This is an optimization exercise on Yosys and OpenROAD, whose aim is small area, a short achievable clock period and few clock cycles per item, not a production implementation. Where RTL was checked, it was by simulation tests only, not by an equivalence proof against the original.

==> tundra: inputs <==
==> flow/design.v <==
module axi_slave_mem #(
    parameter int ADDR_WIDTH = 32,
    parameter int DATA_WIDTH = 32,
    parameter int MEM_DEPTH  = 64
) (
    input  logic                    aclk,
    input  logic                    arst,
    input  logic [3:0]              awid,
    input  logic [ADDR_WIDTH-1:0]   awaddr,
    input  logic [3:0]              awlen,
    input  logic [2:0]              awsize,
    input  logic [1:0]              awburst,
    input  logic [1:0]              awlock,
    input  logic [1:0]              awcache,
    input  logic [1:0]              awprot,
    input  logic                    awvalid,
    output logic                    awready,
    input  logic [3:0]              wid,
    input  logic [DATA_WIDTH-1:0]   wdata,
    input  logic [DATA_WIDTH/8-1:0] wstrb,
    input  logic                    wlast,
    input  logic                    wvalid,
    output logic                    wready,
    output logic [3:0]              bid,
    output logic [1:0]              bresp,
    output logic                    bvalid,
    input  logic                    bready,
    input  logic [3:0]              arid,
    input  logic [ADDR_WIDTH-1:0]   araddr,
    input  logic [3:0]              arlen,
    input  logic [2:0]              arsize,
    input  logic [1:0]              arburst,
    input  logic [1:0]              arlock,
    input  logic [1:0]              arcache,
    input  logic [1:0]              arprot,
    input  logic                    arvalid,
    output logic                    arready,
    output logic [3:0]              rid,
    output logic [DATA_WIDTH-1:0]   rdata,
    output logic [1:0]              rresp,
    output logic                    rlast,
    output logic                    rvalid,
    input  logic                    rready
);
    localparam int BYTES = DATA_WIDTH / 8;
    localparam int LSB   = $clog2(BYTES);
    localparam int IDX_W = (MEM_DEPTH > 1) ? $clog2(MEM_DEPTH) : 1;
    typedef struct packed {
        logic [10:0] lo;      
        logic        hz;      
        logic        hn;      
        logic [3:0]  hx;      
        logic [3:0]  len;
        logic [2:0]  size;
        logic [1:0]  burst;
        logic [3:0]  id;
        logic [3:0]  cnt;     
        logic        err;     
    } bst_t;
    function automatic logic cfg_err(
        input logic [2:0] size,
        input logic [3:0] len,
        input logic [1:0] burst
    );
        logic bad_wrap;
        bad_wrap = (burst == 2'b10) &&
                   !(len == 4'd1 || len == 4'd3 ||
                     len == 4'd7 || len == 4'd15);
        cfg_err = (burst == 2'b11) || (int'(size) > LSB) || bad_wrap;
    endfunction
    function automatic bst_t load(
        input logic [ADDR_WIDTH-1:0] a,
        input logic [3:0]  len,
        input logic [2:0]  size,
        input logic [1:0]  burst,
        input logic [3:0]  id
    );
        bst_t s;
        s.lo    = a[10:0];
        s.hz    = (a[ADDR_WIDTH-1:11] == '0);
        s.hn    = (a[ADDR_WIDTH-1:15] == '1);
        s.hx    = a[14:11];
        s.len   = len;
        s.size  = size;
        s.burst = burst;
        s.id    = id;
        s.cnt   = 4'd0;
        s.err   = cfg_err(size, len, burst);
        load = s;
    endfunction
    function automatic logic oor(input bst_t s);
        oor = !s.hz || (s.lo[10:8] != 3'd0);
    endfunction
    function automatic logic last(input bst_t s);
        last = (s.cnt == s.len);
    endfunction
    function automatic bst_t advance(input bst_t s);
        bst_t        n;
        logic [10:0] below;      
        logic [10:0] g;          
        logic [10:0] cin;        
        logic [10:0] inc;        
        logic        cout;       
        logic [10:0] mask;       
        n = s;
        for (int j = 0; j < 11; j++) below[j] = (j < int'(s.size));
        g = s.lo | below;
        for (int j = 0; j < 7; j++) begin
            cin[j] = 1'b1;
            for (int k = 0; k < j; k++) cin[j] = cin[j] & g[k];
        end
        cin[7]  = (g[0] & g[1]) & ((g[2] & g[3]) & ((g[4] & g[5]) & g[6]));
        cin[8]  = (g[0] & g[1]) & ((g[2] & g[3]) & ((g[4] & g[5]) &
                  (g[6] & s.lo[7])));
        cin[9]  = (g[0] & g[1]) & ((g[2] & g[3]) & (((g[4] & g[5]) & g[6]) &
                  (s.lo[7] & s.lo[8])));
        cin[10] = (g[0] & g[1]) & ((g[2] & g[3]) & (((g[4] & g[5]) & g[6]) &
                  ((s.lo[7] & s.lo[8]) & s.lo[9])));
        cout    = (g[0] & g[1]) & ((g[2] & g[3]) & (((g[4] & g[5]) & g[6]) &
                  ((s.lo[7] & s.lo[8]) & (s.lo[9] & s.lo[10]))));
        inc  = s.lo ^ (cin & ~below);
        mask = (11'(s.len) << s.size) | below;
        case (s.burst)
            2'b01: begin
                n.lo = inc;
                if (cout) begin
                    n.hz = s.hn && (s.hx == 4'hf);
                    n.hn = s.hn && (s.hx != 4'hf);
                    n.hx = s.hx + 4'd1;
                end
            end
            2'b10:   n.lo = (s.lo & ~mask) | (inc & mask);
            default: n.lo = s.lo;
        endcase
        n.cnt = s.cnt + 4'd1;
        advance = n;
    endfunction
    function automatic logic oor_adv(input bst_t s);
        logic [10:0] below;
        logic [10:0] g;
        logic [10:0] mask;
        logic [2:0]  hi3;        
        logic        c8;         
        for (int j = 0; j < 11; j++) below[j] = (j < int'(s.size));
        g    = s.lo | below;
        c8   = &g[7:0];
        mask = (11'(s.len) << s.size) | below;
        hi3[0] = mask[8]  ? (s.lo[8]  ^ c8)               : s.lo[8];
        hi3[1] = mask[9]  ? (s.lo[9]  ^ (c8 && g[8]))     : s.lo[9];
        hi3[2] = mask[10] ? (s.lo[10] ^ (c8 && (&g[9:8]))) : s.lo[10];
        case (s.burst)
            2'b01:   oor_adv = s.hz ? ((s.lo[10:8] != 3'd0) || c8) :
                               !(s.hn && (s.hx == 4'hf) && (&g));
            2'b10:   oor_adv = !s.hz || (hi3 != 3'd0);
            default: oor_adv = oor(s);
        endcase
    endfunction
    logic unused_ok;
    assign unused_ok = ^{awlock, awcache, awprot,
                         arlock, arcache, arprot};
    logic [MEM_DEPTH-1:0][DATA_WIDTH-1:0] mem;
    logic [MEM_DEPTH-1:0]  vld;
    logic                  m_we;
    logic [IDX_W-1:0]      m_widx;
    logic [BYTES-1:0]      m_strb;
    logic [DATA_WIDTH-1:0] m_wdat;
    always_ff @(posedge aclk or negedge arst) begin
        if (!arst) vld <= '0;
        else if (m_we) vld[m_widx] <= 1'b1;
    end
    for (genvar g = 0; g < MEM_DEPTH; g++) begin : g_word
        for (genvar b = 0; b < BYTES; b++) begin : g_byte
            always_ff @(posedge aclk)
                if (m_we && m_widx == IDX_W'(g) && (m_strb[b] || !vld[g]))
                    mem[g][b*8 +: 8] <= m_wdat[b*8 +: 8];
        end
    end
    bst_t       wc;              
    logic       wc_v;
    logic [IDX_W-1:0] wk_idx;
    logic             wk_oor;
    logic       aw_rdy, w_rdy;
    logic       bq0_v, bq1_v;
    logic [3:0] bq0_id, bq1_id;
    logic       bq0_e, bq1_e;
    bst_t       aw_in, ws;       
    bst_t       ws_nx;           
    logic [IDX_W-1:0] ws_idx;
    logic       ws_oor;
    logic       aw_hs, w_hs, ws_last, w_berr, b_push, b_pop;
    assign aw_in  = load(awaddr, awlen, awsize, awburst, awid);
    assign aw_hs  = awvalid && aw_rdy;
    assign w_hs   = wvalid && w_rdy;
    assign ws      = wc_v ? wc : aw_in;
    assign ws_idx  = wc_v ? wk_idx : aw_in.lo[LSB +: IDX_W];
    assign ws_oor  = wc_v ? wk_oor : oor(aw_in);
    assign ws_nx   = advance(ws);
    assign ws_last = last(ws);
    assign w_berr  = (wlast != ws_last) || (wid != ws.id) || ws_oor;
    assign b_push  = w_hs && ws_last;
    assign b_pop   = bq0_v && bready;
    always_ff @(posedge aclk or negedge arst) begin
        if (!arst) m_we <= 1'b0;
        else       m_we <= w_hs && !ws_oor;
    end
    always_ff @(posedge aclk) begin
        m_widx <= ws_idx;
        m_strb <= wstrb;
        for (int b = 0; b < BYTES; b++)
            m_wdat[b*8 +: 8] <= wstrb[b] ? wdata[b*8 +: 8] : 8'd0;
    end
    bst_t wc_n;
    logic wc_vn, bq0_vn, bq1_vn;
    logic [3:0] bq0_idn, bq1_idn;
    logic bq0_en, bq1_en;
    logic ws_err;
    logic wk_oorn;
    always_comb begin
        wc_n    = wc;
        wc_vn   = wc_v;
        wk_oorn = wk_oor;
        ws_err = ws.err || w_berr;
        if (w_hs) begin
            if (ws_last) begin
                wc_vn = 1'b0;
            end else begin
                wc_n     = ws_nx;
                wc_n.err = ws_err;
                wc_vn    = 1'b1;
                wk_oorn  = oor_adv(ws);
            end
        end else if (aw_hs) begin
            wc_n    = aw_in;
            wc_vn   = 1'b1;
            wk_oorn = oor(aw_in);
        end
        bq0_vn  = bq0_v;
        bq0_idn = bq0_id;
        bq0_en  = bq0_e;
        bq1_vn  = bq1_v;
        bq1_idn = bq1_id;
        bq1_en  = bq1_e;
        if (b_pop) begin
            bq0_vn  = bq1_v;
            bq0_idn = bq1_id;
            bq0_en  = bq1_e;
            bq1_vn  = 1'b0;
        end
        if (b_push) begin
            if (!bq0_vn) begin
                bq0_vn  = 1'b1;
                bq0_idn = ws.id;
                bq0_en  = ws_err;
            end else begin
                bq1_vn  = 1'b1;
                bq1_idn = ws.id;
                bq1_en  = ws_err;
            end
        end
    end
    always_ff @(posedge aclk or negedge arst) begin
        if (!arst) begin
            wc_v   <= 1'b0;
            bq0_v  <= 1'b0;
            bq1_v  <= 1'b0;
            aw_rdy <= 1'b0;
            w_rdy  <= 1'b0;
        end else begin
            wc_v   <= wc_vn;
            bq0_v  <= bq0_vn;
            bq1_v  <= bq1_vn;
            aw_rdy <= !wc_vn;
            w_rdy  <= !bq1_vn;
        end
    end
    always_ff @(posedge aclk) begin
        wc     <= wc_n;
        wk_idx <= wc_n.lo[LSB +: IDX_W];
        wk_oor <= wk_oorn;
        bq0_id <= bq0_idn;
        bq0_e  <= bq0_en;
        bq1_id <= bq1_idn;
        bq1_e  <= bq1_en;
    end
    assign awready = aw_rdy;
    assign wready  = w_rdy;
    assign bvalid  = bq0_v;
    assign bid     = bq0_id;
    assign bresp   = {bq0_e, 1'b0};
    bst_t       rc, rp;          
    logic       rc_v, rp_v, ar_rdy;
    logic       ar_hs, fetch;
    bst_t       ar_in;
    logic [IDX_W-1:0] k_idx;
    logic             k_oor;
    logic                  o_v, o_last, o_err;
    logic [3:0]            o_id;
    logic [DATA_WIDTH-1:0] o_data;
    assign ar_in = load(araddr, arlen, arsize, arburst, arid);
    assign ar_hs = arvalid && ar_rdy;
    assign fetch = rc_v && (!o_v || rready);
    logic [MEM_DEPTH-1:0]  r_sel;
    logic [DATA_WIDTH-1:0] r_data;
    always_comb begin
        r_data = '0;
        for (int i = 0; i < MEM_DEPTH; i++)
            r_data = r_data | (mem[i] & {DATA_WIDTH{r_sel[i]}});
    end
    bst_t rc_n, rp_n, r_src;
    logic rc_vn, rp_vn, r_load;
    logic [IDX_W-1:0] k_idxn;
    logic             k_oorn;
    always_comb begin
        rc_n   = rc;
        rc_vn  = rc_v;
        rp_n   = rp;
        rp_vn  = rp_v;
        k_idxn = k_idx;
        k_oorn = k_oor;
        r_load = 1'b0;
        r_src  = rp_v ? rp : ar_in;
        if (fetch) begin
            if (last(rc)) begin
                if (rp_v) begin
                    r_load = 1'b1;
                    rp_vn  = 1'b0;
                end else if (ar_hs) begin
                    r_load = 1'b1;
                end else begin
                    rc_vn = 1'b0;
                end
            end else begin
                k_idxn = rc.lo[LSB +: IDX_W];
                k_oorn = oor(rc);
                rc_n   = advance(rc);
            end
        end else if (ar_hs && !rc_v) begin
            r_load = 1'b1;
        end
        if (r_load) begin
            rc_vn     = 1'b1;
            k_idxn    = r_src.lo[LSB +: IDX_W];
            k_oorn    = oor(r_src);
            rc_n      = advance(r_src);
            rc_n.cnt  = 4'd0;
        end
        if (ar_hs && rc_v && !(fetch && last(rc))) begin
            rp_n  = ar_in;
            rp_vn = 1'b1;
        end
    end
    always_ff @(posedge aclk or negedge arst) begin
        if (!arst) begin
            rc_v   <= 1'b0;
            rp_v   <= 1'b0;
            ar_rdy <= 1'b0;
            o_v    <= 1'b0;
        end else begin
            rc_v   <= rc_vn;
            rp_v   <= rp_vn;
            ar_rdy <= !rp_vn;
            if (fetch)       o_v <= 1'b1;
            else if (rready) o_v <= 1'b0;
        end
    end
    always_ff @(posedge aclk) begin
        rc    <= rc_n;
        rp    <= rp_n;
        k_idx <= k_idxn;
        k_oor <= k_oorn;
        for (int i = 0; i < MEM_DEPTH; i++)
            r_sel[i] <= vld[i] && !k_oorn && (k_idxn == IDX_W'(i));
        if (fetch) begin
            o_id   <= rc.id;
            o_last <= last(rc);
            o_err  <= rc.err || k_oor;
            o_data <= r_data;
        end
    end
    assign arready = ar_rdy;
    assign rvalid  = o_v;
    assign rid    = o_id;
    assign rlast  = o_last;
    assign rresp  = {o_err, 1'b0};
    assign rdata  = o_data;
endmodule
==> flow/run.sh <==
#!/bin/bash
# synth_recipe.tcl (not shown) runs the flow's synth.tcl, then flattens the netlist and writes it again
# the make line also repeats each setting of config.mk as NAME=value (left out here)
make -C /OpenROAD-flow-scripts/flow DESIGN_CONFIG=/design/flow/config.mk WORK_HOME=/design/flow/orfs CLKGATE_MAP_FILE= SYNTH_SCRIPT=/design/flow/synth_recipe.tcl finish
==> flow/config.mk <==
export PLATFORM = sky130hd
export DESIGN_NAME = axi_slave_mem
export DESIGN_NICKNAME = axi_slave_mem
export VERILOG_FILES = /design/flow/design.v
export SDC_FILE = /design/flow/constraint.sdc
export NUM_CORES = 4
export LEC_CHECK = 0
export CAP_MARGIN = 20
export CORE_MARGIN = 2
export CORE_UTILIZATION = 55
export CTS_CLUSTER_DIAMETER = 75
export CTS_CLUSTER_SIZE = 26
export PLACE_DENSITY = 0.65
export SETUP_SLACK_MARGIN = 5
export SLEW_MARGIN = 20
export SYNTH_MEMORY_MAX_BITS = 16384
==> flow/constraint.sdc <==
create_clock -name core_clock -period 8.0 [get_ports {aclk}]
set_input_delay 1.6000 -clock core_clock [delete_from_list [all_inputs] [get_ports {aclk}]]
set_output_delay 1.6000 -clock core_clock [all_outputs]
set_load 0.01 [all_outputs]
==> quartz: changes against tundra <==
==> flow/design.v, changed modules only <==
module axi_slave_mem #(
    parameter int ADDR_WIDTH = 32,
    parameter int DATA_WIDTH = 32,
    parameter int MEM_DEPTH  = 64
) (
    input  logic                    aclk,
    input  logic                    arst,
    input  logic [3:0]              awid,
    input  logic [ADDR_WIDTH-1:0]   awaddr,
    input  logic [3:0]              awlen,
    input  logic [2:0]              awsize,
    input  logic [1:0]              awburst,
    input  logic [1:0]              awlock,
    input  logic [1:0]              awcache,
    input  logic [1:0]              awprot,
    input  logic                    awvalid,
    output logic                    awready,
    input  logic [3:0]              wid,
    input  logic [DATA_WIDTH-1:0]   wdata,
    input  logic [DATA_WIDTH/8-1:0] wstrb,
    input  logic                    wlast,
    input  logic                    wvalid,
    output logic                    wready,
    output logic [3:0]              bid,
    output logic [1:0]              bresp,
    output logic                    bvalid,
    input  logic                    bready,
    input  logic [3:0]              arid,
    input  logic [ADDR_WIDTH-1:0]   araddr,
    input  logic [3:0]              arlen,
    input  logic [2:0]              arsize,
    input  logic [1:0]              arburst,
    input  logic [1:0]              arlock,
    input  logic [1:0]              arcache,
    input  logic [1:0]              arprot,
    input  logic                    arvalid,
    output logic                    arready,
    output logic [3:0]              rid,
    output logic [DATA_WIDTH-1:0]   rdata,
    output logic [1:0]              rresp,
    output logic                    rlast,
    output logic                    rvalid,
    input  logic                    rready
);
    localparam int BYTES = DATA_WIDTH / 8;
    localparam int LSB   = $clog2(BYTES);
    localparam int IDX_W = (MEM_DEPTH > 1) ? $clog2(MEM_DEPTH) : 1;
    typedef struct packed {
        logic [10:0] lo;      
        logic        hz;      
        logic        hn;      
        logic [3:0]  hx;      
        logic [3:0]  len;
        logic [2:0]  size;
        logic [1:0]  burst;
        logic [3:0]  id;
        logic [3:0]  cnt;     
        logic        err;     
    } bst_t;
    function automatic logic cfg_err(
        input logic [2:0] size,
        input logic [3:0] len,
        input logic [1:0] burst
    );
        logic bad_wrap;
        bad_wrap = (burst == 2'b10) &&
                   !(len == 4'd1 || len == 4'd3 ||
                     len == 4'd7 || len == 4'd15);
        cfg_err = (burst == 2'b11) || (int'(size) > LSB) || bad_wrap;
    endfunction
    function automatic bst_t load(
        input logic [ADDR_WIDTH-1:0] a,
        input logic [3:0]  len,
        input logic [2:0]  size,
        input logic [1:0]  burst,
        input logic [3:0]  id
    );
        bst_t s;
        s.lo    = a[10:0];
        s.hz    = (a[ADDR_WIDTH-1:11] == '0);
        s.hn    = (a[ADDR_WIDTH-1:15] == '1);
        s.hx    = a[14:11];
        s.len   = len;
        s.size  = size;
        s.burst = burst;
        s.id    = id;
        s.cnt   = 4'd0;
        s.err   = cfg_err(size, len, burst);
        load = s;
    endfunction
    function automatic logic oor(input bst_t s);
        oor = !s.hz || (s.lo[10:8] != 3'd0);
    endfunction
    function automatic logic last(input bst_t s);
        last = (s.cnt == s.len);
    endfunction
    function automatic bst_t advance(input bst_t s);
        bst_t        n;
        logic [10:0] below;      
        logic [10:0] g;          
        logic [10:0] cin;        
        logic [10:0] inc;        
        logic        cout;       
        logic [10:0] mask;       
        n = s;
        for (int j = 0; j < 11; j++) below[j] = (j < int'(s.size));
        g = s.lo | below;
        for (int j = 0; j < 11; j++) begin
            cin[j] = 1'b1;
            for (int k = 0; k < j; k++) cin[j] = cin[j] & g[k];
        end
        cout = &g;
        inc  = s.lo ^ (cin & ~below);
        mask = (11'(s.len) << s.size) | below;
        case (s.burst)
            2'b01: begin
                n.lo = inc;
                if (cout) begin
                    n.hz = s.hn && (s.hx == 4'hf);
                    n.hn = s.hn && (s.hx != 4'hf);
                    n.hx = s.hx + 4'd1;
                end
            end
            2'b10:   n.lo = (s.lo & ~mask) | (inc & mask);
            default: n.lo = s.lo;
        endcase
        n.cnt = s.cnt + 4'd1;
        advance = n;
    endfunction
    logic unused_ok;
    assign unused_ok = ^{awlock, awcache, awprot,
                         arlock, arcache, arprot};
    logic [MEM_DEPTH-1:0][DATA_WIDTH-1:0] mem;
    logic [MEM_DEPTH-1:0]  vld;
    logic                  m_we;
    logic [IDX_W-1:0]      m_widx;
    logic [BYTES-1:0]      m_strb;
    logic [DATA_WIDTH-1:0] m_wdat;
    always_ff @(posedge aclk or negedge arst) begin
        if (!arst) vld <= '0;
        else if (m_we) vld[m_widx] <= 1'b1;
    end
    for (genvar g = 0; g < MEM_DEPTH; g++) begin : g_word
        for (genvar b = 0; b < BYTES; b++) begin : g_byte
            always_ff @(posedge aclk)
                if (m_we && m_widx == IDX_W'(g) && (m_strb[b] || !vld[g]))
                    mem[g][b*8 +: 8] <= m_wdat[b*8 +: 8];
        end
    end
    bst_t       wc, wp;          
    logic       wc_v, wp_v, wc_fr;
    logic       aw_rdy, w_rdy;
    logic       bq0_v, bq1_v;
    logic [3:0] bq0_id, bq1_id;
    logic       bq0_e, bq1_e;
    bst_t       aw_in, ws;       
    bst_t       wcur;            
    logic       aw_hs, w_hs, ws_last, w_berr, b_push, b_pop;
    assign aw_in  = load(awaddr, awlen, awsize, awburst, awid);
    assign aw_hs  = awvalid && aw_rdy;
    assign w_hs   = wvalid && w_rdy;
    assign wcur    = wc_fr ? wc : advance(wc);
    assign ws      = wc_v ? wcur : aw_in;
    assign ws_last = last(ws);
    assign w_berr  = (wlast != ws_last) || (wid != ws.id) || oor(ws);
    assign b_push  = w_hs && ws_last;
    assign b_pop   = bq0_v && bready;
    always_ff @(posedge aclk or negedge arst) begin
        if (!arst) m_we <= 1'b0;
        else       m_we <= w_hs && !oor(ws);
    end
    always_ff @(posedge aclk) begin
        m_widx <= ws.lo[LSB +: IDX_W];
        m_strb <= wstrb;
        for (int b = 0; b < BYTES; b++)
            m_wdat[b*8 +: 8] <= wstrb[b] ? wdata[b*8 +: 8] : 8'd0;
    end
    bst_t wc_n, wp_n;
    logic wc_vn, wp_vn, wc_frn, bq0_vn, bq1_vn;
    logic [3:0] bq0_idn, bq1_idn;
    logic bq0_en, bq1_en;
    logic ws_err;
    always_comb begin
        wc_n   = wc;
        wc_vn  = wc_v;
        wc_frn = wc_fr;
        wp_n  = wp;
        wp_vn = wp_v;
        ws_err = ws.err || w_berr;
        if (w_hs) begin
            if (ws_last) begin
                if (wp_v) begin
                    wc_n   = wp;
                    wc_vn  = 1'b1;
                    wc_frn = 1'b1;
                    wp_vn  = 1'b0;
                end else if (aw_hs && wc_v) begin
                    wc_n   = aw_in;
                    wc_vn  = 1'b1;
                    wc_frn = 1'b1;
                end else begin
                    wc_vn = 1'b0;
                end
            end else begin
                wc_n     = ws;
                wc_n.err = ws_err;
                wc_vn    = 1'b1;
                wc_frn   = 1'b0;
            end
        end else if (aw_hs && !wc_v) begin
            wc_n   = aw_in;
            wc_vn  = 1'b1;
            wc_frn = 1'b1;
        end
        if (aw_hs && wc_v && !(w_hs && ws_last)) begin
            wp_n  = aw_in;
            wp_vn = 1'b1;
        end
        bq0_vn  = bq0_v;
        bq0_idn = bq0_id;
        bq0_en  = bq0_e;
        bq1_vn  = bq1_v;
        bq1_idn = bq1_id;
        bq1_en  = bq1_e;
        if (b_pop) begin
            bq0_vn  = bq1_v;
            bq0_idn = bq1_id;
            bq0_en  = bq1_e;
            bq1_vn  = 1'b0;
        end
        if (b_push) begin
            if (!bq0_vn) begin
                bq0_vn  = 1'b1;
                bq0_idn = ws.id;
                bq0_en  = ws_err;
            end else begin
                bq1_vn  = 1'b1;
                bq1_idn = ws.id;
                bq1_en  = ws_err;
            end
        end
    end
    always_ff @(posedge aclk or negedge arst) begin
        if (!arst) begin
            wc_v   <= 1'b0;
            wp_v   <= 1'b0;
            bq0_v  <= 1'b0;
            bq1_v  <= 1'b0;
            aw_rdy <= 1'b0;
            w_rdy  <= 1'b0;
        end else begin
            wc_v   <= wc_vn;
            wp_v   <= wp_vn;
            bq0_v  <= bq0_vn;
            bq1_v  <= bq1_vn;
            aw_rdy <= !wp_vn;
            w_rdy  <= !(bq1_vn && (!wc_vn ||
                        (wc_frn ? wc_n.cnt : wc_n.cnt + 4'd1) == wc_n.len));
        end
    end
    always_ff @(posedge aclk) begin
        wc     <= wc_n;
        wc_fr  <= wc_frn;
        wp     <= wp_n;
        bq0_id <= bq0_idn;
        bq0_e  <= bq0_en;
        bq1_id <= bq1_idn;
        bq1_e  <= bq1_en;
    end
    assign awready = aw_rdy;
    assign wready  = w_rdy;
    assign bvalid  = bq0_v;
    assign bid     = bq0_id;
    assign bresp   = {bq0_e, 1'b0};
    bst_t       rc, rp;          
    logic       rc_v, rp_v, ar_rdy;
    logic       ar_hs, fetch, r_oor;
    bst_t       ar_in;
    logic                  o_v, o_last, o_err;
    logic [3:0]            o_id;
    logic [DATA_WIDTH-1:0] o_data;
    assign ar_in = load(araddr, arlen, arsize, arburst, arid);
    assign ar_hs = arvalid && ar_rdy;
    assign fetch = rc_v && (!o_v || rready);
    assign r_oor = oor(rc);
    logic [MEM_DEPTH-1:0]  r_sel;
    logic [DATA_WIDTH-1:0] r_data;
    always_comb begin
        r_data = '0;
        for (int i = 0; i < MEM_DEPTH; i++)
            r_data = r_data | (mem[i] & {DATA_WIDTH{r_sel[i]}});
    end
    bst_t rc_n, rp_n;
    logic rc_vn, rp_vn;
    always_comb begin
        rc_n  = rc;
        rc_vn = rc_v;
        rp_n  = rp;
        rp_vn = rp_v;
        if (fetch) begin
            if (last(rc)) begin
                if (rp_v) begin
                    rc_n  = rp;
                    rp_vn = 1'b0;
                end else if (ar_hs) begin
                    rc_n  = ar_in;
                end else begin
                    rc_vn = 1'b0;
                end
            end else begin
                rc_n = advance(rc);
            end
        end else if (ar_hs && !rc_v) begin
            rc_n  = ar_in;
            rc_vn = 1'b1;
        end
        if (ar_hs && rc_v && !(fetch && last(rc))) begin
            rp_n  = ar_in;
            rp_vn = 1'b1;
        end
    end
    always_ff @(posedge aclk or negedge arst) begin
        if (!arst) begin
            rc_v   <= 1'b0;
            rp_v   <= 1'b0;
            ar_rdy <= 1'b0;
            o_v    <= 1'b0;
        end else begin
            rc_v   <= rc_vn;
            rp_v   <= rp_vn;
            ar_rdy <= !rp_vn;
            if (fetch)       o_v <= 1'b1;
            else if (rready) o_v <= 1'b0;
        end
    end
    always_ff @(posedge aclk) begin
        rc <= rc_n;
        rp <= rp_n;
        for (int i = 0; i < MEM_DEPTH; i++)
            r_sel[i] <= vld[i] && !oor(rc_n) &&
                        (rc_n.lo[LSB +: IDX_W] == IDX_W'(i));
        if (fetch) begin
            o_id   <= rc.id;
            o_last <= last(rc);
            o_err  <= rc.err || r_oor;
            o_data <= r_data;
        end
    end
    assign arready = ar_rdy;
    assign rvalid  = o_v;
    assign rid    = o_id;
    assign rlast  = o_last;
    assign rresp  = {o_err, 1'b0};
    assign rdata  = o_data;
endmodule
Settings changed: CORE_UTILIZATION 55 to 45, CTS_CLUSTER_DIAMETER 75 to 80, CTS_CLUSTER_SIZE 26 to 30, PLACE_DENSITY 0.65 to 0.55.
==> flow_metrics.py <==
metrics = {
    "outcome": {
        "run_status": "complete, no violations",
    },
    "layout": {
        "seq_cells": 2410,
    },
    "setup_path": {
        "crit_buf_inv": 2,
        "path_depth": 18,
        "worstSetupStartpoint": "rc[12]$_DFFE_PP_",
    },
    "logic_synthesis": {
        "synth_cells": 5089,
    },
    "grt": {
        "grt_pass1_vias": 53500,
    },
    "detailed_routing": {
        "routed-wl-met2_um": 170000,
    },
    "power_and_ir_drop": {
        "clockPowerShare_pct": 31.8,
    },
}
-- figures above: quartz

==> flow_metrics.py <==
metrics = {
    "setup_path": {
        "crit_arrival_ps": 3770,
        "path_depth": 7,
        "worstSetupStartpoint": "awaddr[14]",
        "crit_buf_inv": 1,
    },
    "logic_synthesis": {
        "synth_cells": 5198,
    },
    "outcome": {
        "run_status": "complete, no violations",
    },
    "power_and_ir_drop": {
        "clockPowerShare_pct": 30.7,
    },
    "grt": {
        "grt_pass1_vias": 54100,
        "gr-usage-met2_pct": 62.0,
    },
    "detailed_routing": {
        "routed-wl-met2_um": 152000,
    },
}
-- figures above: tundra

Testbench counts of tundra, summed over its fixed seeds: cycles 22,070, beats 28,664.
Only the layout flow was run in quartz; the RTL was not checked for function there.

==> separate check: timing with driven ports <==
Ports are ideal in the flow. The routed layouts listed here were re-timed in OpenROAD. Step 1 sets driving cells, clkbuf_16 on the clock port and buf_2 on the other inputs (assumed; they add their load-dependent delay and slew). Step 2, shift: input delay + t, output delay - t, t = (earliest + latest rising clock arrival at the registers) / 2. This alone moves slack from input paths to output paths. Three values: ideal ports, drivers, drivers and shift; two values: the first two.
run	t (ns)	setup WS [ns]	worst hold slack (ns)
tundra	0.901	4.798 / 4.849 / 3.949	0.425 / 0.425 / 0.425
quartz	0.916	4.021 / 4.021 / 3.290	0.429 / 0.429 / 0.429
After both steps every run listed still meets setup and hold. The setup slack of tundra, which loses most, moves by +0.051 ns with the drivers and by -0.849 ns with both steps.
